Background: an optimization exercise with open tools, aiming at small area, a short achievable clock period and few clock cycles per item. Do not read the settings as production practice.
In this exercise RTL edits were held to simulation tests only and were not proved equivalent to the original.

==> flow/design.v, too long to show whole: its modules and the start of the top module <==
// module fkf_front: 60 lines
// module fkf_mul: 1930 lines
// module fkf_queue: 49 lines
// module fkf_cfg: 157 lines
// module fkf_back: 156 lines
// module fm_keycode_to_fnum_block: 106 lines
module fm_keycode_to_fnum_block (
	input  logic             clk,
	input  logic             arst_n,
	input  logic             cfg_we,
	input  logic [0:0]       cfg_index,
	input  logic [fkf_pkg::CLK_W-1:0] cfg_data,
	input  logic             in_valid,
	output logic             in_stall,
	input  logic [7:0]       key_code,
	input  logic [7:0]       key_fraction,
	output logic             out_valid,
	input  logic             out_stall,
	output logic [2:0]       block,
	output logic [10:0]      freq_number
);
  // ...
==> flow/flow/run.sh <==
#!/bin/bash
set -euo pipefail
export SETUP_SLACK_MARGIN=8.0
export TNS_END_PERCENT=100
export BUFFER_PORTS_ARGS="-buffer_cell sky130_fd_sc_hd__buf_4"
bash standard.sh > standard.log 2>&1
==> flow/standard.sh <==
#!/bin/bash
# synth_recipe.tcl (not shown) runs the flow's synth.tcl, then flattens the netlist and writes it again
# the make line also repeats each setting of config.mk as NAME=value (left out here)
make -C /OpenROAD-flow-scripts/flow DESIGN_CONFIG=/design/flow/config.mk WORK_HOME=/design/flow/orfs CLKGATE_MAP_FILE= SYNTH_SCRIPT=/design/flow/synth_recipe.tcl "${@:-finish}"
==> flow/config.mk <==
export PLATFORM = sky130hd
export DESIGN_NAME = fm_keycode_to_fnum_block
export DESIGN_NICKNAME = fm_keycode_to_fnum_block
export VERILOG_FILES = /design/flow/design.v
export SDC_FILE = /design/flow/constraint.sdc
export NUM_CORES = 8
export LEC_CHECK = 0
export CAP_MARGIN = 70
export CORE_MARGIN = 2
export CORE_UTILIZATION = 45
export SLEW_MARGIN = 70
export SYNTH_MEMORY_MAX_BITS = 65536
==> flow/constraint.sdc <==
create_clock -name core_clock -period 12.0 [get_ports {clk}]
set_input_delay 2.4000 -clock core_clock [delete_from_list [all_inputs] [get_ports {clk}]]
set_output_delay 2.4000 -clock core_clock [all_outputs]
set_load 0.01 [all_outputs]
==> results.yml, run 1 <==
final_layout:
  finalNonFillerCells: 15500
  final_nets: 13300
  n_antenna_cell: 74
  inverters_excl_clock: 1771
  design_area_um2: 127000
  layout.comb_gates.multi_input: 7760
  final_cell_mix: "1734 x inv_1, 1083 x dfxtp_1, 812 x nor2_1"
  area_growth_pct: 19.9
  n_clock_buffer: 226
  seq_area_share_pct: 27.5
synth:
  synth_cells: 12100
  synth_top_family_by_area: "compound AO/OA/AOI/OAI gates"
  synth_cell_type_count: 108
  synth_fa_ha_area_share_pct: 16.2
  synth_ff_type: "dfxtp_1"
  syn_nets: 13200
floorplanning:
  tap_cells: 3132
timing:
  setup_viol: 0
  timing.hold.ws_ns: 0.297
routing:
  routedWlPerCell_um: 37.8
  routed_via_density: 6.88
  met3_length_mm: 83.8
critical_path:
  critPathKind: "flip-flop to flip-flop"
  crit_cells: 17
  worst_r2r_path_depth: 17
place:
  place_inst: 15000
global_route:
  grt.overflow.total: 0
  grt_max_degree: 69
  grt_util_met1_pct: 57.3
  grt_pass1_wl_mm: 799
  globalRouteMet2Util_pct: 67.0
clock_tree:
  cts_setup_buffers: 55
  path_clk_slew_ns: 0.07
worst_hold_path:
  hold_end: "u_back.dv_ls[2][9]"
run_status:
  status: "timing/DRC/antenna clean"
Testbench counts, summed over its fixed seeds: cycles 13,320, items 12,288.
==> module fkf_cfg, before the edit <==
module fkf_cfg (
	input  logic        clk,
	input  logic        arst_n,
	input  logic        cfg_we,
	input  logic [0:0]  cfg_index,
	input  logic [25:0] cfg_data,
	output logic        busy,
	output logic [33:0] an,
	output logic [35:0] a3,
	output logic [45:0] bn,
	output logic [27:0] th,
	output logic [6:0]  gc,
	output logic        zero
);
	logic [25:0] src_q, tgt_q;
	logic [4:0]  ps_q, pt_q;
	logic [11:1] st;
	logic        fa_q, fb_q, nr_q, a3c_q;
	logic [6:0]  gp_q;
	logic        sz;
	logic [25:0] t1;
	logic [4:0]  lzs, lzt;
	logic [25:0] sn, tn;
	assign sz = src_q == '0;
	assign t1 = (tgt_q == '0) ? 26'd1 : tgt_q;
	always_comb begin
		lzs = '0;
		lzt = '0;
		for (int i = 0; i < 26; i++) begin
			if (src_q[i])
				lzs = 5'(25 - i);
			if (t1[i])
				lzt = 5'(25 - i);
		end
	end
	assign sn = src_q << lzs;
	assign tn = t1 << lzt;
	logic        bneg;
	logic [45:0] bsv;
	logic [26:0] blo;
	logic [19:0] bhi;
	logic [45:0] bsum;
	logic [32:0] asv;
	logic [26:0] alo;
	logic [32:0] asum;
	logic [4:0] bsel_q;
	always_ff @(posedge clk) begin
		bsel_q[0] <= st[1] | st[2] | st[3] | st[4];
		bsel_q[1] <= st[1] | st[2] | st[4] | st[7];
		bsel_q[2] <= st[5];
		bsel_q[3] <= st[3];
		bsel_q[4] <= st[6];
	end
	assign bneg = bsel_q[0];
	assign bsv  = ({46{bsel_q[1]}} & (bn << 2)) |
	              ({46{bsel_q[2]}} & (bn << 3)) |
	              ({46{bsel_q[3]}} & (bn << 4)) |
	              ({46{bsel_q[4]}} & (bn << 5));
	logic [25:0] tx;
	logic [13:0] bl0;
	logic [13:0] bm0, bm1;
	assign tx   = tgt_q ^ {26{bneg}};
	assign bl0  = {1'b0, bsv[12:0]} + {1'b0, tx[12:0]} + 14'(bneg);
	assign bm0  = {1'b0, bsv[25:13]} + {1'b0, tx[25:13]};
	assign bm1  = {1'b0, bsv[25:13]} + {1'b0, tx[25:13]} + 14'd1;
	assign blo  = bl0[13] ? {bm1, bl0[12:0]} : {bm0, bl0[12:0]};
	assign bhi  = bneg ? (blo[26] ? bsv[45:26] : bsv[45:26] - 20'd1)
	                   : (blo[26] ? bsv[45:26] + 20'd1 : bsv[45:26]);
	assign bsum = {bhi, blo[25:0]};
	logic [13:0] al0;
	logic [13:0] am0, am1;
	logic asel_q;
	always_ff @(posedge clk)
		asel_q <= st[2];
	assign asv  = asel_q ? {an[28:0], 4'd0} : {an[31:0], 1'b0};
	assign al0  = {1'b0, asv[12:0]} + {1'b0, src_q[12:0]};
	assign am0  = {1'b0, asv[25:13]} + {1'b0, src_q[25:13]};
	assign am1  = {1'b0, asv[25:13]} + {1'b0, src_q[25:13]} + 14'd1;
	assign alo  = al0[13] ? {am1, al0[12:0]} : {am0, al0[12:0]};
	assign asum = {alo[26] ? asv[32:26] + 7'd1 : asv[32:26], alo[25:0]};
	logic [45:0] bnn;
	logic        nr;
	logic [18:0] a3lo;
	logic [17:0] a3hi;
	assign bnn  = bn[45] ? bn : {bn[44:0], 1'b0};
	assign nr   = {an[32:0], 13'd0} < bnn;
	assign a3lo = 19'(an[17:0]) + 19'({an[16:0], 1'b0});
	assign a3hi = 18'({2'b0, an[33:18]}) + 18'({1'b0, an[33:17]}) + 18'(a3c_q);
	always_ff @(posedge clk or negedge arst_n) begin
		if (!arst_n) begin
			src_q <= fkf_pkg::SRC_N_RESET;
			ps_q  <= fkf_pkg::SRC_P_RESET;
			tgt_q <= fkf_pkg::TGT_N_RESET;
			pt_q  <= fkf_pkg::TGT_P_RESET;
			st    <= 11'd1;
		end else if (cfg_we) begin
			case (cfg_index)
				fkf_pkg::REG_SOURCE_CLOCK: begin
					src_q <= cfg_data;
					ps_q  <= 5'd25;
				end
				fkf_pkg::REG_TARGET_CLOCK: begin
					tgt_q <= cfg_data;
					pt_q  <= 5'd25;
				end
				default: ;
			endcase
			st <= 11'd1;
		end else begin
			st <= {st[10:1], 1'b0};
			if (st[1]) begin
				src_q <= sn;
				ps_q  <= ps_q - lzs;
				tgt_q <= tn;
				pt_q  <= pt_q - lzt;
			end
		end
	end
	always_ff @(posedge clk) begin
		if (st[1]) begin
			zero <= sz;
			bn   <= 46'(tn);
		end else if (st[9]) begin
			bn   <= bnn;
		end else if (|st[8:2]) begin
			bn   <= bsum;
		end
		if (st[1])
			an <= 34'(sn);
		else if (st[2] | st[3] | st[4])
			an <= 34'(asum);
		else if (st[5])
			an <= an[32] ? an : {an[32:0], 1'b0};
		else if (st[10])
			an <= nr_q ? {an[32:0], 1'b0} : an;
		if (st[5])
			fa_q <= an[32];
		if (st[6]) begin
			a3[17:0] <= a3lo[17:0];
			a3c_q    <= a3lo[18];
		end
		if (st[7])
			a3[35:18] <= a3hi;
		if (st[9]) begin
			fb_q <= bn[45];
			nr_q <= nr;
			th   <= fkf_pkg::srt_th(bnn[44:42]);
		end
		if (st[10]) begin
			a3   <= nr_q ? {a3[34:0], 1'b0} : a3;
			gp_q <= 7'(ps_q) - 7'(pt_q) + 7'(fa_q) - 7'(fb_q);
		end
		if (st[11])
			gc <= gp_q - 7'(nr_q);
	end
	assign busy = cfg_we || (|st[7:1]);
endmodule
==> run 2: changes to the inputs <==
--- a/flow/design.v
+++ b/flow/design.v
@@ -2990,55 +2990,59 @@
 	end
 	assign sn = src_q << lzs;
 	assign tn = t1 << lzt;
-	logic        bneg;
-	logic [45:0] bsv;
-	logic [26:0] blo;
-	logic [19:0] bhi;
-	logic [45:0] bsum;
-	logic [32:0] asv;
-	logic [26:0] alo;
-	logic [32:0] asum;
-	logic [4:0] bsel_q;
+	localparam logic [25:0] TB = 26'd49146431;
+	localparam logic [25:0] TA = 26'd43383509;
+	logic [5:0]  bsel_q;
+	logic [3:0]  asel_q;
 	always_ff @(posedge clk) begin
 		bsel_q[0] <= st[1] | st[2] | st[3] | st[4];
-		bsel_q[1] <= st[1] | st[2] | st[4] | st[7];
-		bsel_q[2] <= st[5];
+		bsel_q[1] <= st[1] | st[2] | st[4] | (st[7] & fb_q);
+		bsel_q[2] <= st[5] | (st[7] & !fb_q);
 		bsel_q[3] <= st[3];
 		bsel_q[4] <= st[6];
+		bsel_q[5] <= st[7] & !fb_q;
+		asel_q[0] <= st[1] | (st[3] & fa_q);
+		asel_q[1] <= st[3] & !fa_q;
+		asel_q[2] <= st[2];
+		asel_q[3] <= st[3] & !fa_q;
 	end
-	assign bneg = bsel_q[0];
-	assign bsv  = ({46{bsel_q[1]}} & (bn << 2)) |
-	              ({46{bsel_q[2]}} & (bn << 3)) |
-	              ({46{bsel_q[3]}} & (bn << 4)) |
-	              ({46{bsel_q[4]}} & (bn << 5));
-	logic [25:0] tx;
+	logic        bneg;
+	logic [45:0] bsv;
+	logic [26:0] bt;
 	logic [13:0] bl0;
-	logic [13:0] bm0, bm1;
-	assign tx   = tgt_q ^ {26{bneg}};
-	assign bl0  = {1'b0, bsv[12:0]} + {1'b0, tx[12:0]} + 14'(bneg);
-	assign bm0  = {1'b0, bsv[25:13]} + {1'b0, tx[25:13]};
-	assign bm1  = {1'b0, bsv[25:13]} + {1'b0, tx[25:13]} + 14'd1;
+	logic [14:0] bm0, bm1;
+	logic [27:0] blo;
+	logic [18:0] bhi;
+	logic [45:0] bsum;
+	assign bneg = bsel_q[0];
+	assign bsv  = ({46{bsel_q[1]}} & (bn << 2)) | ({46{bsel_q[2]}} & (bn << 3)) |
+	              ({46{bsel_q[3]}} & (bn << 4)) | ({46{bsel_q[4]}} & (bn << 5));
+	assign bt   = (bsel_q[5] ? {tgt_q, 1'b0} : {1'b0, tgt_q}) ^ {27{bneg}};
+	assign bl0  = {1'b0, bsv[12:0]} + {1'b0, bt[12:0]} + 14'(bneg);
+	assign bm0  = {1'b0, bsv[26:13]} + {1'b0, bt[26:13]};
+	assign bm1  = {1'b0, bsv[26:13]} + {1'b0, bt[26:13]} + 15'd1;
 	assign blo  = bl0[13] ? {bm1, bl0[12:0]} : {bm0, bl0[12:0]};
-	assign bhi  = bneg ? (blo[26] ? bsv[45:26] : bsv[45:26] - 20'd1)
-	                   : (blo[26] ? bsv[45:26] + 20'd1 : bsv[45:26]);
-	assign bsum = {bhi, blo[25:0]};
+	assign bhi  = bneg ? (blo[27] ? bsv[45:27] : bsv[45:27] - 19'd1)
+	                   : (blo[27] ? bsv[45:27] + 19'd1 : bsv[45:27]);
+	assign bsum = {bhi, blo[26:0]};
+	logic [32:0] asv;
+	logic [26:0] at;
 	logic [13:0] al0;
-	logic [13:0] am0, am1;
-	logic asel_q;
-	always_ff @(posedge clk)
-		asel_q <= st[2];
-	assign asv  = asel_q ? {an[28:0], 4'd0} : {an[31:0], 1'b0};
-	assign al0  = {1'b0, asv[12:0]} + {1'b0, src_q[12:0]};
-	assign am0  = {1'b0, asv[25:13]} + {1'b0, src_q[25:13]};
-	assign am1  = {1'b0, asv[25:13]} + {1'b0, src_q[25:13]} + 14'd1;
+	logic [14:0] am0, am1;
+	logic [27:0] alo;
+	logic [32:0] asum;
+	assign asv  = ({33{asel_q[0]}} & {an[31:0], 1'b0}) | ({33{asel_q[1]}} & {an[30:0], 2'b0}) |
+	              ({33{asel_q[2]}} & {an[28:0], 4'b0});
+	assign at   = asel_q[3] ? {src_q, 1'b0} : {1'b0, src_q};
+	assign al0  = {1'b0, asv[12:0]} + {1'b0, at[12:0]};
+	assign am0  = {1'b0, asv[26:13]} + {1'b0, at[26:13]};
+	assign am1  = {1'b0, asv[26:13]} + {1'b0, at[26:13]} + 15'd1;
 	assign alo  = al0[13] ? {am1, al0[12:0]} : {am0, al0[12:0]};
-	assign asum = {alo[26] ? asv[32:26] + 7'd1 : asv[32:26], alo[25:0]};
-	logic [45:0] bnn;
+	assign asum = {alo[27] ? asv[32:27] + 6'd1 : asv[32:27], alo[26:0]};
 	logic        nr;
 	logic [18:0] a3lo;
 	logic [17:0] a3hi;
-	assign bnn  = bn[45] ? bn : {bn[44:0], 1'b0};
-	assign nr   = {an[32:0], 13'd0} < bnn;
+	assign nr   = {an[32:0], 13'd0} < bn;
 	assign a3lo = 19'(an[17:0]) + 19'({an[16:0], 1'b0});
 	assign a3hi = 18'({2'b0, an[33:18]}) + 18'({1'b0, an[33:17]}) + 18'(a3c_q);
 	always_ff @(posedge clk or negedge arst_n) begin
@@ -3075,31 +3079,28 @@
 		if (st[1]) begin
 			zero <= sz;
 			bn   <= 46'(tn);
-		end else if (st[9]) begin
-			bn   <= bnn;
-		end else if (|st[8:2]) begin
-			bn   <= bsum;
+			an   <= 34'(sn);
+		end else begin
+			if (|st[8:2])
+				bn <= bsum;
+			if (st[2] | st[3] | st[4])
+				an <= 34'(asum);
+			else if (st[10])
+				an <= nr_q ? {an[32:0], 1'b0} : an;
+		end
+		if (st[2]) begin
+			fa_q <= src_q >= TA;
+			fb_q <= tgt_q >= TB;
 		end
-		if (st[1])
-			an <= 34'(sn);
-		else if (st[2] | st[3] | st[4])
-			an <= 34'(asum);
-		else if (st[5])
-			an <= an[32] ? an : {an[32:0], 1'b0};
-		else if (st[10])
-			an <= nr_q ? {an[32:0], 1'b0} : an;
-		if (st[5])
-			fa_q <= an[32];
-		if (st[6]) begin
+		if (st[5]) begin
 			a3[17:0] <= a3lo[17:0];
 			a3c_q    <= a3lo[18];
 		end
-		if (st[7])
+		if (st[6])
 			a3[35:18] <= a3hi;
 		if (st[9]) begin
-			fb_q <= bn[45];
 			nr_q <= nr;
-			th   <= fkf_pkg::srt_th(bnn[44:42]);
+			th   <= fkf_pkg::srt_th(bn[44:42]);
 		end
 		if (st[10]) begin
 			a3   <= nr_q ? {a3[34:0], 1'b0} : a3;
--- a/flow/config.mk
+++ b/flow/config.mk
@@ -8,5 +8,7 @@
 export CAP_MARGIN = 70
 export CORE_MARGIN = 2
 export CORE_UTILIZATION = 45
+export CTS_CLUSTER_DIAMETER = 100
+export CTS_CLUSTER_SIZE = 30
 export SLEW_MARGIN = 70
 export SYNTH_MEMORY_MAX_BITS = 65536
==> run 2 against run 1 <==
  * Highest routed layer unchanged
  * Utilization is 0.63 points lower
  * Wire length is 2.8% lower
  * Die area is 0.38% lower
  * Critical endpoint unchanged
  * Clock skew is 0.044 ns lower
  * Global-route usage is 1.6 points lower
  * First-iteration DRC count is 4.0% higher
  * Via count is 1.8% lower
  * Still clean
  * Non-clock buffer count is 116 higher
==> results.yml, run 2 <==
run_status:
  status: "timing/DRC/antenna clean"
synth:
  synth_top_family_by_area: "compound AO/OA/AOI/OAI gates"
  yosysMostFrequentCell: "inv_1"
  avgSynthCellArea_um2: 8.71
  synth_fa_ha_area_share_pct: 16.3
  synth.largest_area_cell: "dfxtp_1"
  yosys-top-cells-area: "dfxtp_1 22%, fa_1 11%, edfxtp_1 8.7%"
  synthMuxAreaShare_pct: 2.84
  synth-compound-area-share_pct: 22.0
  synth.top_cell.area_share_pct: 21.7
  synth_cells: 12100
  synth_xor_area_share_pct: 4.46
  netlist_area_um2: 105000
  synth_simple_gate_area_share_pct: 11.3
  synth_seq_cells: 1551
  synth_commonest_cells: "1801 x inv_1, 1143 x dfxtp_1, 915 x clkbuf_1"
  synth_cell_type_count: 103
  ys_warn_count: 16
  synth_ff_type: "dfxtp_1"
  syn_nets: 13200
  async_reset_ff_share_pct: 6.71
  seq_area_frac_synth_pct: 32.9
  synth_enable_flop_cells: 304
global_route:
  grt_max_degree: 68
  grt.overflow.total: 0
  antenna_found_initial: 81
  grt_pass1_wl_mm: 772
  grt_pass1_vias: 98200
  grtUsageTotal_pct: 45.8
floorplanning:
  fp-row-count: 177
  core_area_um2: 233000
  dieArea_um2: 238000
  die_h_um: 488
  pin_count: 64
  start_util_pct: 45.3
  dieWidth_um: 488
final_layout:
  final_nets: 13300
  seq_area_um2: 34900
  nFillCells: 20700
  layout.cells.most_common: "inv_1"
  multi_input_area_um2: 65000
  area_growth_pct: 18.7
  finalNonFillerCells: 15300
  final_cell_mix: "1783 x inv_1, 1082 x dfxtp_1, 782 x nor2_1"
  drive_gt1_share_pct: 18.3
  largest_registers: "u_back.dv_wc: 331 flops, u_back.dv_ws: 331 flops, u_queue.entry_q: 168 flops"
critical_path:
  crit_top_cell: "buf_4"
  cp_max_fo: 42
  cp-start-kind: "flip-flop"
  critPathKind: "flip-flop to flip-flop"
  slowest_delay_ns: 0.38
  crit_required_ns: 12.71
  path_cells: "buf_8 -> a22oi_2 -> nand2_2 -> ha_4 -> fa_2 -> a211oi_4 -> buf_4 -> o21ai_4 -> a221oi_2 -> o21ai_1 -> a21bo_2 -> or3_4 -> and4bb_4 -> buf_4 -> buf_12 -> mux2i_4 -> buf_4 -> o22ai_4 -> xnor2_1 -> a211oi_1"
  cp_slowest_cell: "fa_2"
  critPathArrivalTime_ns: 5.28
  end_kind: "flip-flop"
timing:
  relSlewSlack_pct: 62.2
  fin_setup_tns_ns: 0
  tightest_slew_ns: 0.564
  rsz0062_at_grt: "yes"
  period_share_pct: 38.1
  setup_viol: 0
  drv_slew: 0
  min_period_ns: 4.57
  final.setup_skew_ns: 0.0795
  max_freq_mhz: 219
  hold_violations: 0
routing:
  drt-total-wl_mm: 571
  routedWlPerCell_um: 37.3
  drcViolationCount: 0
  routed_via_density: 6.85
  drt_iter0_drc: 16200
  drtAntennaViolNets: 0
  vias: 105000
  drtPass1Iterations: 11
place:
  routabilityCongestion: 1.12
  dpl.hpwl_mm: 377
  place_inst: 14800
  port-buffer-count: 60
clock_tree:
  holdBufCountCts: 0
  path_clk_slew_ns: 0.11
  cts_tree: "built"
  clk_latency_ns: 0.82
  cts_sinks: 1551
  root_buffer: "clkbuf_16"
  cts_max_level: 3
  clock_path_buffers: 3
  cts_made_buffers: 77
run:
  maxCapViolCount: 0
worst_hold_path:
  hp-class: "flip-flop to flip-flop"
## run 2: cell types whose count changed in the layout (fill, tap and decap cells not counted), sizes merged, moves of 31 or more
cell / change
o21ai: -98
a21oi: +135
a22oi: -114
a211oi: +56
buf: +83
a22o: +99
o22a: -31
clkinv: -36
nand3: -35
inv: +52
nor2: -37
o22ai: +68
clkbuf: -107
o221ai: -51
## run 2: path summary, 6_finish.rpt
path / depth (start not counted) / end / slack [ns] / from
max reg2reg: 20 / u_cfg.bn[38] / 7.43 / u_cfg.bsel_q[3]
max: 20 / u_cfg.bn[38] / 7.43 / u_cfg.bsel_q[3]
min: 0 / u_back.dv_ls[0][3] / 0.25 / u_front.s_s3[1]
min reg2reg: 0 / u_back.dv_ls[0][3] / 0.25 / u_front.s_s3[1]
min in group asynchronous: 1 / cnt_q[2] / 1.45 / arst_n
max in group asynchronous: 3 / u_cfg.src_q[24] / 9.76 / arst_n
## run 2: through the flow
step                utilization, %  cell area (um^2)  setup WS, ns  hold slack, ns
finish                        53.8            125000          7.43           0.248
global route                  53.7            125000          7.22           0.270
CTS                           51.9            121000          7.60           0.280
detailed placement            49.5            115000          6.61           0.312
global placement              47.2            110000          6.34           0.310
floorplan                        -            106000          7.63           0.310
## run 2: metal layers
metal | GRT usage [%] | wire length (um) | vias up
met3 | 20.2 | 81900 | 2702
met1 | 56.6 | 212000 | 51300
met4 | 30.7 | 49900 | 56
met5 | 0.469 | 813 | -
li1 | - | - | 42100
met2 | 63.8 | 227000 | 8843
## run 2: logic make-up (layout without fill, tap and decap cells)
kind of cell,Yosys count,in the layout
flops,1551,1551
fa+ha+maj,1024,1024
mux,225,225
other cells,0,54
buf+inv,2876,3011
compound gates,3361,3361
simple gates,2522,2523
xor+xnor,534,534
## run 2: worst max-delay path: cells and delay by family (launching register included)
family | cells | cell delay [ns]
xor+xnor | 1 | 0.13
flops | 1 | 0.33
compound gates | 8 | 1.50
mux | 1 | 0.25
fa+ha+maj | 2 | 0.56
buf+inv | 5 | 0.80
simple gates | 3 | 0.88
## run 2: cell type report
cell class,count,share of cell area (%)
tap,3043,3.05
clock buffer,92,1.64
antenna,54,0.108
timing repair buffer,1067,9.35
inverter,1815,5.50
multi-input combinational,7667,52.0
sequential,1551,27.9
clock inverter,37,0.500
## run 2: what timing repair did
item	in CTS	in global routing
pin swaps	105	139
resized for setup	333	310
endpoints found under the setup margin	462	448
cloned	11	21
buffers inserted	126	145
Testbench counts of run 2, summed over its fixed seeds: cycles 13,320, items 12,288.
==> run 3: changes to the inputs <==
--- a/flow/config.mk
+++ b/flow/config.mk
@@ -8,7 +8,5 @@
 export CAP_MARGIN = 70
 export CORE_MARGIN = 2
 export CORE_UTILIZATION = 45
-export CTS_CLUSTER_DIAMETER = 100
-export CTS_CLUSTER_SIZE = 30
 export SLEW_MARGIN = 70
 export SYNTH_MEMORY_MAX_BITS = 65536
==> run 3 against run 2 <==
  * Count of clock-buffer cells in the layout up 136
  * Non-clock buffer count is 28 lower
  * First-iteration DRC count is 0.62% lower
  * Global-route usage rose by 0.29 points
  * Still clean
==> results.yml, run 3 <==
run_status:
  status: "timing/DRC/antenna clean"
routing:
  routed_via_density: 6.84
  drcViolationCount: 0
  drt_iter0_drc: 16100
  drtAntennaViolNets: 0
  vias: 106000
  drt-total-wl_mm: 576
  drtPass1Iterations: 13
  routedWlPerCell_um: 37.2
timing:
  fin_setup_tns_ns: 0
  max_freq_mhz: 224
  rsz0062_at_grt: "yes"
  final.setup_skew_ns: 0.116
  min_period_ns: 4.46
  relSlewSlack_pct: 62.8
  drv_slew: 0
  hold_violations: 0
  tightest_slew_ns: 0.558
  setup_viol: 0
  period_share_pct: 37.2
clock_tree:
  clk_latency_ns: 0.91
  cts_sinks: 1551
  cts_tree: "built"
  cts_max_level: 4
  clock_path_buffers: 3
  root_buffer: "clkbuf_16"
  path_clk_slew_ns: 0.07
  holdBufCountCts: 0
  cts_made_buffers: 166
final_layout:
  drive_gt1_share_pct: 19.1
  final_cell_mix: "1780 x inv_1, 1083 x dfxtp_1, 789 x nor2_1"
  layout.cells.most_common: "inv_1"
  final_nets: 13300
  fin_util_pct: 55.0
  area_growth_pct: 21.4
  largest_registers: "u_back.dv_wc: 331 flops, u_back.dv_ws: 331 flops, u_queue.entry_q: 168 flops"
critical_path:
  regToRegSetupSlack_ns: 7.54
  r2r_start: "u_cfg.bsel_q[3]"
  crit-reg2reg-capture: "u_cfg.bn[41]"
  cp-start-kind: "flip-flop"
  crit_family: "compound AO/OA/AOI/OAI gates"
  critPathKind: "flip-flop to flip-flop"
  cp_slowest_cell: "and4bb_4"
  cp_max_fo: 42
  end_kind: "flip-flop"
  crit_required_ns: 12.70
  crit_top_cell: "or3_4"
  critical_path_buf_inv_count: 2
  worstSetupStartpoint: "u_cfg.bsel_q[3]"
  worst_r2r_path_depth: 17
  path_cells: "buf_8 -> a22oi_2 -> nand2_2 -> ha_4 -> fa_2 -> a211oi_4 -> o21a_2 -> nor3_2 -> o311ai_1 -> a21bo_2 -> or3_4 -> and4bb_4 -> xnor2_4 -> buf_6 -> or3_4 -> o2111a_1 -> a2111oi_2"
  critPathArrivalTime_ns: 5.16
  slowest_delay_ns: 0.40
global_route:
  antenna_found_initial: 77
  grt_max_degree: 68
  grt.overflow.total: 0
  grtUsageTotal_pct: 46.1
  grt_pass1_wl_mm: 777
  grt_pass1_vias: 99300
place:
  dpl.hpwl_mm: 377
  port-buffer-count: 60
  routabilityCongestion: 1.12
synth:
  async_reset_ff_share_pct: 6.71
  synth.largest_area_cell: "dfxtp_1"
  synth_cell_type_count: 103
  synth_cells: 12100
  synth_ff_type: "dfxtp_1"
  avgSynthCellArea_um2: 8.71
  netlist_area_um2: 105000
  yosys-top-cells-area: "dfxtp_1 22%, fa_1 11%, edfxtp_1 8.7%"
  seq_area_frac_synth_pct: 32.9
  synth.top_cell.area_share_pct: 21.7
  synth_seq_cells: 1551
  ys_warn_count: 16
  synth_commonest_cells: "1801 x inv_1, 1143 x dfxtp_1, 915 x clkbuf_1"
  syn_nets: 13200
  synth_enable_flop_cells: 304
  yosysMostFrequentCell: "inv_1"
floorplanning:
  dieWidth_um: 488
  fp-row-count: 177
  start_util_pct: 45.3
  die_h_um: 488
  dieArea_um2: 238000
  core_area_um2: 233000
  pin_count: 64
run:
  maxCapViolCount: 0
worst_hold_path:
  hold_end: "u_back.dv_e[4][1]"
  hold_depth: 0
  worstHoldStart: "u_back.dv_e[3][1]"
  hp-class: "flip-flop to flip-flop"
## run 3: cell types whose count changed in the layout (fill, tap and decap cells not counted), sizes merged, moves of 5 or more
cell	change
clkbuf	+138
diode	+5
clkinvlp	+5
clkinv	+36
buf	-30
inv	-8
bufinv	+9
## run 3: worst register-to-register path, cell delays in order (launching register included)
cell	delay [ns]
dfxtp_1	0.31
buf_8	0.20
a22oi_2	0.30
nand2_2	0.11
ha_4	0.18
fa_2	0.37
a211oi_4	0.32
o21a_2	0.21
nor3_2	0.05
o311ai_1	0.22
a21bo_2	0.27
or3_4	0.39
and4bb_4	0.40
xnor2_4	0.09
buf_6	0.14
or3_4	0.34
o2111a_1	0.25
a2111oi_2	0.19
## run 3: cell families (layout without fill, tap and decap cells)
family	after synthesis	after routing	share of synthesized area [%]
AND/OR/NAND/NOR	2522	2523	11.3
multiplexers	225	225	2.84
buffers and inverters	2876	3161	10.3
adder cells (fa/ha/maj)	1024	1024	16.3
flip-flops	1551	1551	32.9
XOR/XNOR	534	534	4.46
AO/OA/AOI/OAI	3361	3361	22.0
other	0	59	0
## run 3: how the worst max path moves through the flow
stage	cells after the start	slack [ns]	endpoint
2_1_floorplan	20	7.63	u_cfg.bn[41]
3_3_place_gp	13	6.34	u_front.bd_s2[13]
3_5_place_dp	17	6.61	u_front.bd_s2[11]
4_1_cts	16	7.54	u_cfg.bn[41]
5_1_grt	17	7.29	u_cfg.bn[41]
6_report	17	7.54	u_cfg.bn[41]
## run 3: what timing repair did
action,CTS,global route
gates cloned,12,22
gates resized for setup,330,267
setup buffers,132,110
pin swaps,104,111
endpoints found under the setup margin,483,454
hold endpoints to repair,0,0
## run 3: final cells by class
class / instances / area [um^2]
antenna: 59 / 148
inverter: 1815 / 6870
multi-input combinational: 7667 / 64800
clock buffer: 228 / 4760
tap: 3043 / 3810
sequential: 1551 / 34900
fill: 20300 / 105000
clock inverter: 79 / 1080
timing repair buffer: 1039 / 11500
## run 3: metrics by stage
stage / hold slack (ns) / instances / area, um^2 / setup slack (ns)
floorplan: 0.310 / 12100 / 106000 / 7.63
finish: 0.308 / 15500 / 128000 / 7.54
CTS: 0.293 / 15200 / 124000 / 7.54
global route: 0.298 / 15400 / 128000 / 7.29
global placement: 0.310 / 14600 / 110000 / 6.34
detailed placement: 0.312 / 14800 / 115000 / 6.61
## run 3: metal layers
metal / GRT usage [%] / share of wire (%) / wire length, um
met3: 20.9 / 15 / 84600
met1: 56.5 / 37 / 212000
met5: 0.592 / 0.12 / 699
met4: 31.4 / 8.9 / 51400
met2: 64.2 / 39 / 227000
==> run 4: changes to the inputs <==
--- a/flow/design.v
+++ b/flow/design.v
@@ -2969,7 +2969,7 @@
 );
 	logic [25:0] src_q, tgt_q;
 	logic [4:0]  ps_q, pt_q;
-	logic [11:1] st;
+	logic [12:1] st;
 	logic        fa_q, fb_q, nr_q, a3c_q;
 	logic [6:0]  gp_q;
 	logic        sz;
@@ -3007,38 +3007,48 @@
 		asel_q[3] <= st[3] & !fa_q;
 	end
 	logic        bneg;
-	logic [45:0] bsv;
+	logic [26:0] bxl;
 	logic [26:0] bt;
 	logic [13:0] bl0;
 	logic [14:0] bm0, bm1;
 	logic [27:0] blo;
-	logic [18:0] bhi;
-	logic [45:0] bsum;
 	assign bneg = bsel_q[0];
-	assign bsv  = ({46{bsel_q[1]}} & (bn << 2)) | ({46{bsel_q[2]}} & (bn << 3)) |
-	              ({46{bsel_q[3]}} & (bn << 4)) | ({46{bsel_q[4]}} & (bn << 5));
+	assign bxl  = ({27{bsel_q[1]}} & {bn[24:0], 2'b0}) | ({27{bsel_q[2]}} & {bn[23:0], 3'b0}) |
+	              ({27{bsel_q[3]}} & {bn[22:0], 4'b0}) | ({27{bsel_q[4]}} & {bn[21:0], 5'b0});
 	assign bt   = (bsel_q[5] ? {tgt_q, 1'b0} : {1'b0, tgt_q}) ^ {27{bneg}};
-	assign bl0  = {1'b0, bsv[12:0]} + {1'b0, bt[12:0]} + 14'(bneg);
-	assign bm0  = {1'b0, bsv[26:13]} + {1'b0, bt[26:13]};
-	assign bm1  = {1'b0, bsv[26:13]} + {1'b0, bt[26:13]} + 15'd1;
+	assign bl0  = {1'b0, bxl[12:0]} + {1'b0, bt[12:0]} + 14'(bneg);
+	assign bm0  = {1'b0, bxl[26:13]} + {1'b0, bt[26:13]};
+	assign bm1  = {1'b0, bxl[26:13]} + {1'b0, bt[26:13]} + 15'd1;
 	assign blo  = bl0[13] ? {bm1, bl0[12:0]} : {bm0, bl0[12:0]};
-	assign bhi  = bneg ? (blo[27] ? bsv[45:27] : bsv[45:27] - 19'd1)
-	                   : (blo[27] ? bsv[45:27] + 19'd1 : bsv[45:27]);
-	assign bsum = {bhi, blo[26:0]};
-	logic [32:0] asv;
+	logic [3:0]  bhs_q;
+	logic        bhn_q, bcy_q;
+	logic [4:0]  bsave_q;
+	logic [23:0] by;
+	logic [18:0] bxh;
+	logic [18:0] bhi;
+	assign by   = {bn[45:27], bsave_q};
+	assign bxh  = ({19{bhs_q[0]}} & by[21:3]) | ({19{bhs_q[1]}} & by[20:2]) |
+	              ({19{bhs_q[2]}} & by[19:1]) | ({19{bhs_q[3]}} & by[18:0]);
+	assign bhi  = bhn_q ? (bcy_q ? bxh : bxh - 19'd1) : (bcy_q ? bxh + 19'd1 : bxh);
+	logic [26:0] axl;
 	logic [26:0] at;
 	logic [13:0] al0;
 	logic [14:0] am0, am1;
 	logic [27:0] alo;
-	logic [32:0] asum;
-	assign asv  = ({33{asel_q[0]}} & {an[31:0], 1'b0}) | ({33{asel_q[1]}} & {an[30:0], 2'b0}) |
-	              ({33{asel_q[2]}} & {an[28:0], 4'b0});
+	logic [2:0]  ahs_q;
+	logic        acy_q;
+	logic [3:0]  asave_q;
+	logic [9:0]  ay;
+	logic [5:0]  axh;
+	assign axl  = ({27{asel_q[0]}} & {an[25:0], 1'b0}) | ({27{asel_q[1]}} & {an[24:0], 2'b0}) |
+	              ({27{asel_q[2]}} & {an[22:0], 4'b0});
 	assign at   = asel_q[3] ? {src_q, 1'b0} : {1'b0, src_q};
-	assign al0  = {1'b0, asv[12:0]} + {1'b0, at[12:0]};
-	assign am0  = {1'b0, asv[26:13]} + {1'b0, at[26:13]};
-	assign am1  = {1'b0, asv[26:13]} + {1'b0, at[26:13]} + 15'd1;
+	assign al0  = {1'b0, axl[12:0]} + {1'b0, at[12:0]};
+	assign am0  = {1'b0, axl[26:13]} + {1'b0, at[26:13]};
+	assign am1  = {1'b0, axl[26:13]} + {1'b0, at[26:13]} + 15'd1;
 	assign alo  = al0[13] ? {am1, al0[12:0]} : {am0, al0[12:0]};
-	assign asum = {alo[27] ? asv[32:27] + 6'd1 : asv[32:27], alo[26:0]};
+	assign ay   = {an[32:27], asave_q};
+	assign axh  = ({6{ahs_q[0]}} & ay[8:3]) | ({6{ahs_q[1]}} & ay[7:2]) | ({6{ahs_q[2]}} & ay[5:0]);
 	logic        nr;
 	logic [18:0] a3lo;
 	logic [17:0] a3hi;
@@ -3051,7 +3061,7 @@
 			ps_q  <= fkf_pkg::SRC_P_RESET;
 			tgt_q <= fkf_pkg::TGT_N_RESET;
 			pt_q  <= fkf_pkg::TGT_P_RESET;
-			st    <= 11'd1;
+			st    <= 12'd1;
 		end else if (cfg_we) begin
 			case (cfg_index)
 				fkf_pkg::REG_SOURCE_CLOCK: begin
@@ -3064,9 +3074,9 @@
 				end
 				default: ;
 			endcase
-			st <= 11'd1;
+			st <= 12'd1;
 		end else begin
-			st <= {st[10:1], 1'b0};
+			st <= {st[11:1], 1'b0};
 			if (st[1]) begin
 				src_q <= sn;
 				ps_q  <= ps_q - lzs;
@@ -3081,35 +3091,47 @@
 			bn   <= 46'(tn);
 			an   <= 34'(sn);
 		end else begin
-			if (|st[8:2])
-				bn <= bsum;
-			if (st[2] | st[3] | st[4])
-				an <= 34'(asum);
-			else if (st[10])
+			if (|st[8:2]) begin
+				bn[26:0] <= blo[26:0];
+				bcy_q    <= blo[27];
+				bsave_q  <= bn[26:22];
+				bhs_q    <= bsel_q[4:1];
+				bhn_q    <= bneg;
+			end
+			if (|st[9:3])
+				bn[45:27] <= bhi;
+			if (st[2] | st[3] | st[4]) begin
+				an[26:0] <= alo[26:0];
+				acy_q    <= alo[27];
+				asave_q  <= an[26:23];
+				ahs_q    <= asel_q[2:0];
+			end
+			if (st[3] | st[4] | st[5])
+				an[32:27] <= acy_q ? axh + 6'd1 : axh;
+			if (st[11]) begin
 				an <= nr_q ? {an[32:0], 1'b0} : an;
+				a3 <= nr_q ? {a3[34:0], 1'b0} : a3;
+			end
 		end
 		if (st[2]) begin
 			fa_q <= src_q >= TA;
 			fb_q <= tgt_q >= TB;
 		end
-		if (st[5]) begin
+		if (st[6]) begin
 			a3[17:0] <= a3lo[17:0];
 			a3c_q    <= a3lo[18];
 		end
-		if (st[6])
+		if (st[7])
 			a3[35:18] <= a3hi;
-		if (st[9]) begin
+		if (st[10]) begin
 			nr_q <= nr;
 			th   <= fkf_pkg::srt_th(bn[44:42]);
-		end
-		if (st[10]) begin
-			a3   <= nr_q ? {a3[34:0], 1'b0} : a3;
 			gp_q <= 7'(ps_q) - 7'(pt_q) + 7'(fa_q) - 7'(fb_q);
 		end
-		if (st[11])
+		if (st[12])
 			gc <= gp_q - 7'(nr_q);
 	end
-	assign busy = cfg_we || (|st[7:1]);
+	assign busy = cfg_we || (|st[8:1]);
 endmodule
 module fkf_back (
 	input  logic        clk,
==> run 4 against run 3 <==
  * Still clean on timing, DRC and antenna
  * Critical endpoint is now u_front.bd_s2[7]
  * Count of clock-buffer cells in the layout rose by 14
==> results.yml, run 4 <==
critical_path:
  path_cells: "buf_12 -> buf_16 -> buf_4 -> or2_4 -> nor2_2 -> buf_4 -> nand2_1 -> a221oi_1 -> nand4_1 -> or4_4 -> xor2_1 -> and2_1"
  slowest_delay_ns: 0.81
  critPathKind: "flip-flop to flip-flop"
  cp_max_fo: 13
  worstSetupStartpoint: "u_front.ob_s1[4]"
  end_kind: "flip-flop"
  crit_top_cell: "buf_4"
  cp-start-kind: "flip-flop"
  cp_slowest_cell: "or4_4"
  crit_required_ns: 12.75
  critPathArrivalTime_ns: 4.89
  r2r_start: "u_front.ob_s1[4]"
final_layout:
  finalNonFillerCells: 15600
  final_nets: 13300
  layout.cells.most_common: "inv_1"
  largest_registers: "u_back.dv_wc: 331 flops, u_back.dv_ws: 331 flops, u_queue.entry_q: 168 flops"
  final_cell_mix: "1772 x inv_1, 1087 x dfxtp_1, 696 x a21oi_1"
  area_growth_pct: 19.4
  drive_gt1_share_pct: 18.3
synth:
  syn_nets: 13200
  synth_seq_cells: 1571
  yosysMostFrequentCell: "inv_1"
  synth_cells: 12100
  async_reset_ff_share_pct: 6.68
  synth.largest_area_cell: "dfxtp_1"
  avgSynthCellArea_um2: 8.77
  synth.top_cell.area_share_pct: 21.5
  synth_enable_flop_cells: 323
  synth_cell_type_count: 110
  seq_area_frac_synth_pct: 33.2
  synth_ff_type: "dfxtp_1"
  ys_warn_count: 16
  yosys-top-cells-area: "dfxtp_1 22%, fa_1 11%, edfxtp_1 9.1%"
  synth_commonest_cells: "1792 x inv_1, 1143 x dfxtp_1, 898 x clkbuf_1"
  netlist_area_um2: 106000
clock_tree:
  clock_path_buffers: 3
  path_clk_slew_ns: 0.07
  clk_latency_ns: 0.88
  cts_tree: "built"
  cts_max_level: 4
  holdBufCountCts: 0
  root_buffer: "clkbuf_16"
  cts_sinks: 1571
  cts_made_buffers: 169
floorplanning:
  dieArea_um2: 240000
  pin_count: 64
  fp-row-count: 178
  core_area_um2: 235000
  die_h_um: 490
  start_util_pct: 45.2
  dieWidth_um: 490
place:
  dpl.hpwl_mm: 401
  port-buffer-count: 60
  routabilityCongestion: 1.15
  place_inst: 15000
  pre_cts_ws_ns: 7.29
routing:
  top_layer_used: "met5"
  drtPass1Iterations: 12
  drt-met1-wl_mm: 216
  routedWlPerCell_um: 38.1
  met3_length_mm: 90.2
  wl_met2_mm: 236
  vias: 107000
  routed_via_density: 6.88
  drt_iter0_drc: 17200
  drtAntennaViolNets: 0
  drt-total-wl_mm: 593
  drcViolationCount: 0
timing:
  hold_violations: 0
  rsz0062_at_grt: "yes"
  setup_viol: 0
  max_freq_mhz: 242
  min_period_ns: 4.14
  relSlewSlack_pct: 57.5
  tightest_slew_ns: 0.633
  final.setup_skew_ns: 0.0829
  fin_setup_tns_ns: 0
  period_share_pct: 34.5
  drv_slew: 0
  worst_slack_ns: 7.86
global_route:
  grtUsageTotal_pct: 47.5
  antenna_found_initial: 67
  grt_max_degree: 64
  grt.overflow.total: 0
  grt_pass1_wl_mm: 799
  grt_pass1_vias: 101000
worst_hold_path:
  worstHoldStart: "u_back.dv_e[1][3]"
  hp-class: "flip-flop to flip-flop"
run_status:
  status: "timing/DRC/antenna clean"
run:
  maxCapViolCount: 0
[run 4: cell count changes after synthesis, sizes merged, moves of 19 or more]
cell | previous run | this run
nand2 | 577 | 606
or3 | 46 | 23
o21ai | 412 | 622
mux2 | 48 | 81
o22a | 21 | 50
a21o | 118 | 139
edfxtp | 304 | 323
a22oi | 159 | 377
a22o | 468 | 279
a21oi | 764 | 744
nor4 | 144 | 121
and3 | 63 | 41
o22ai | 456 | 284
nor2 | 907 | 740
[run 4: final timing paths]
kind / end / slack (ns) / cells past startpoint
worst max-delay path: u_front.bd_s2[7] / 7.86 / 12
worst min-delay path: u_back.dv_e[2][3] / 0.29 / 0
worst max register to register: u_front.bd_s2[7] / 7.86 / 12
worst min register to register: u_back.dv_e[2][3] / 0.29 / 0
max in group asynchronous: u_cfg.ps_q[2] / 9.79 / 3
min in group asynchronous: u_cfg.src_q[6] / 1.40 / 1
[run 4: critical path: cells and delay by family (launching register included)]
| family | cells | cell delay, ns |
|---|---|---|
| AO/OA/AOI/OAI | 1 | 0.46 |
| XOR/XNOR | 1 | 0.21 |
| buffers and inverters | 4 | 0.84 |
| flip-flops | 1 | 0.32 |
| AND/OR/NAND/NOR | 6 | 2.16 |
[run 4: kinds of logic after synthesis]
| kind of cell | share of synthesized area [%] |
|---|---|
| muxes | 3.06 |
| AOI/OAI and AO/OA | 22.5 |
| buffers and inverters | 10.2 |
| adders and majority gates | 16.1 |
| DFF | 33.2 |
| and+or+nand+nor | 10.5 |
| xor gates and xnor gates | 4.48 |
[run 4: layer usage]
| metal | GRT usage, % | vias to the layer above |
|---|---|---|
| li1 | - | 42300 |
| met3 | 22.5 | 2813 |
| met4 | 30.8 | 38 |
| met1 | 57.8 | 52500 |
| met5 | 1.37 | - |
| met2 | 66.5 | 9443 |
[run 4: per-stage QoR]
step	area (um^2)	utilization (%)	hold WS, ns
finish	127000	54.0	0.289
global route	127000	53.9	0.303
CTS	124000	52.6	0.283
detailed placement	116000	49.4	0.312
global placement	111000	47.3	0.311
floorplan	106000	-	0.310
[run 4: layout make-up]
class | count | area, um^2
repair buffers | 977 | 10000
fillers | 20700 | 108000
flip-flops and latches | 1571 | 35500
diodes | 62 | 155
multi-input cells | 7675 | 64600
well taps | 3150 | 3940
inverters | 1812 | 6860
clock buffers | 242 | 4920
clock inverters | 74 | 941
[run 4: timing repair]
| action | CTS | global route |
|---|---|---|
| endpoints found under the setup margin | 543 | 524 |
| pin swaps | 39 | 71 |
| setup buffers | 56 | 97 |
| gates resized for setup | 220 | 229 |
| gates cloned | 9 | 21 |
Testbench counts of run 4, summed over its fixed seeds: cycles 13,368, items 12,288.

what the ideal ports hide:
The results above use ideal ports. As a check the final layouts listed here were re-extracted and re-timed, cells and wires unchanged. Step 1, drivers: a clkbuf_16 drives clk and a buf_2 each remaining input, both assumed. Step 2 times the ports against the registers' clock, not the clock port: input delays grow and output delays shrink by t, the midpoint of the rising clock arrivals with the driver on. Three values: ideal ports, drivers, drivers and shift; two values: the first two.
| run | shift t [ns] | slack for setup (ns) | worst setup path at the end | worst data-port slew with drivers (ns) |
|---|---|---|---|---|
| run 1 | 0.933 | 7.604 / 7.604 / 7.496 | input to register | 0.05 |
| run 2 | 0.892 | 7.429 / 7.429 / 7.429 | register to register | 0.15 |
| run 3 | 0.964 | 7.537 / 7.537 / 7.537 | register to register | 0.15 |
| run 4 | 0.939 | 7.865 / 7.865 / 7.576 | input to register | 0.12 |
After both steps every run listed still meets setup and hold. For run 4, which loses most, drivers alone change the setup slack by 0.000 ns; drivers and shift together by -0.289 ns.
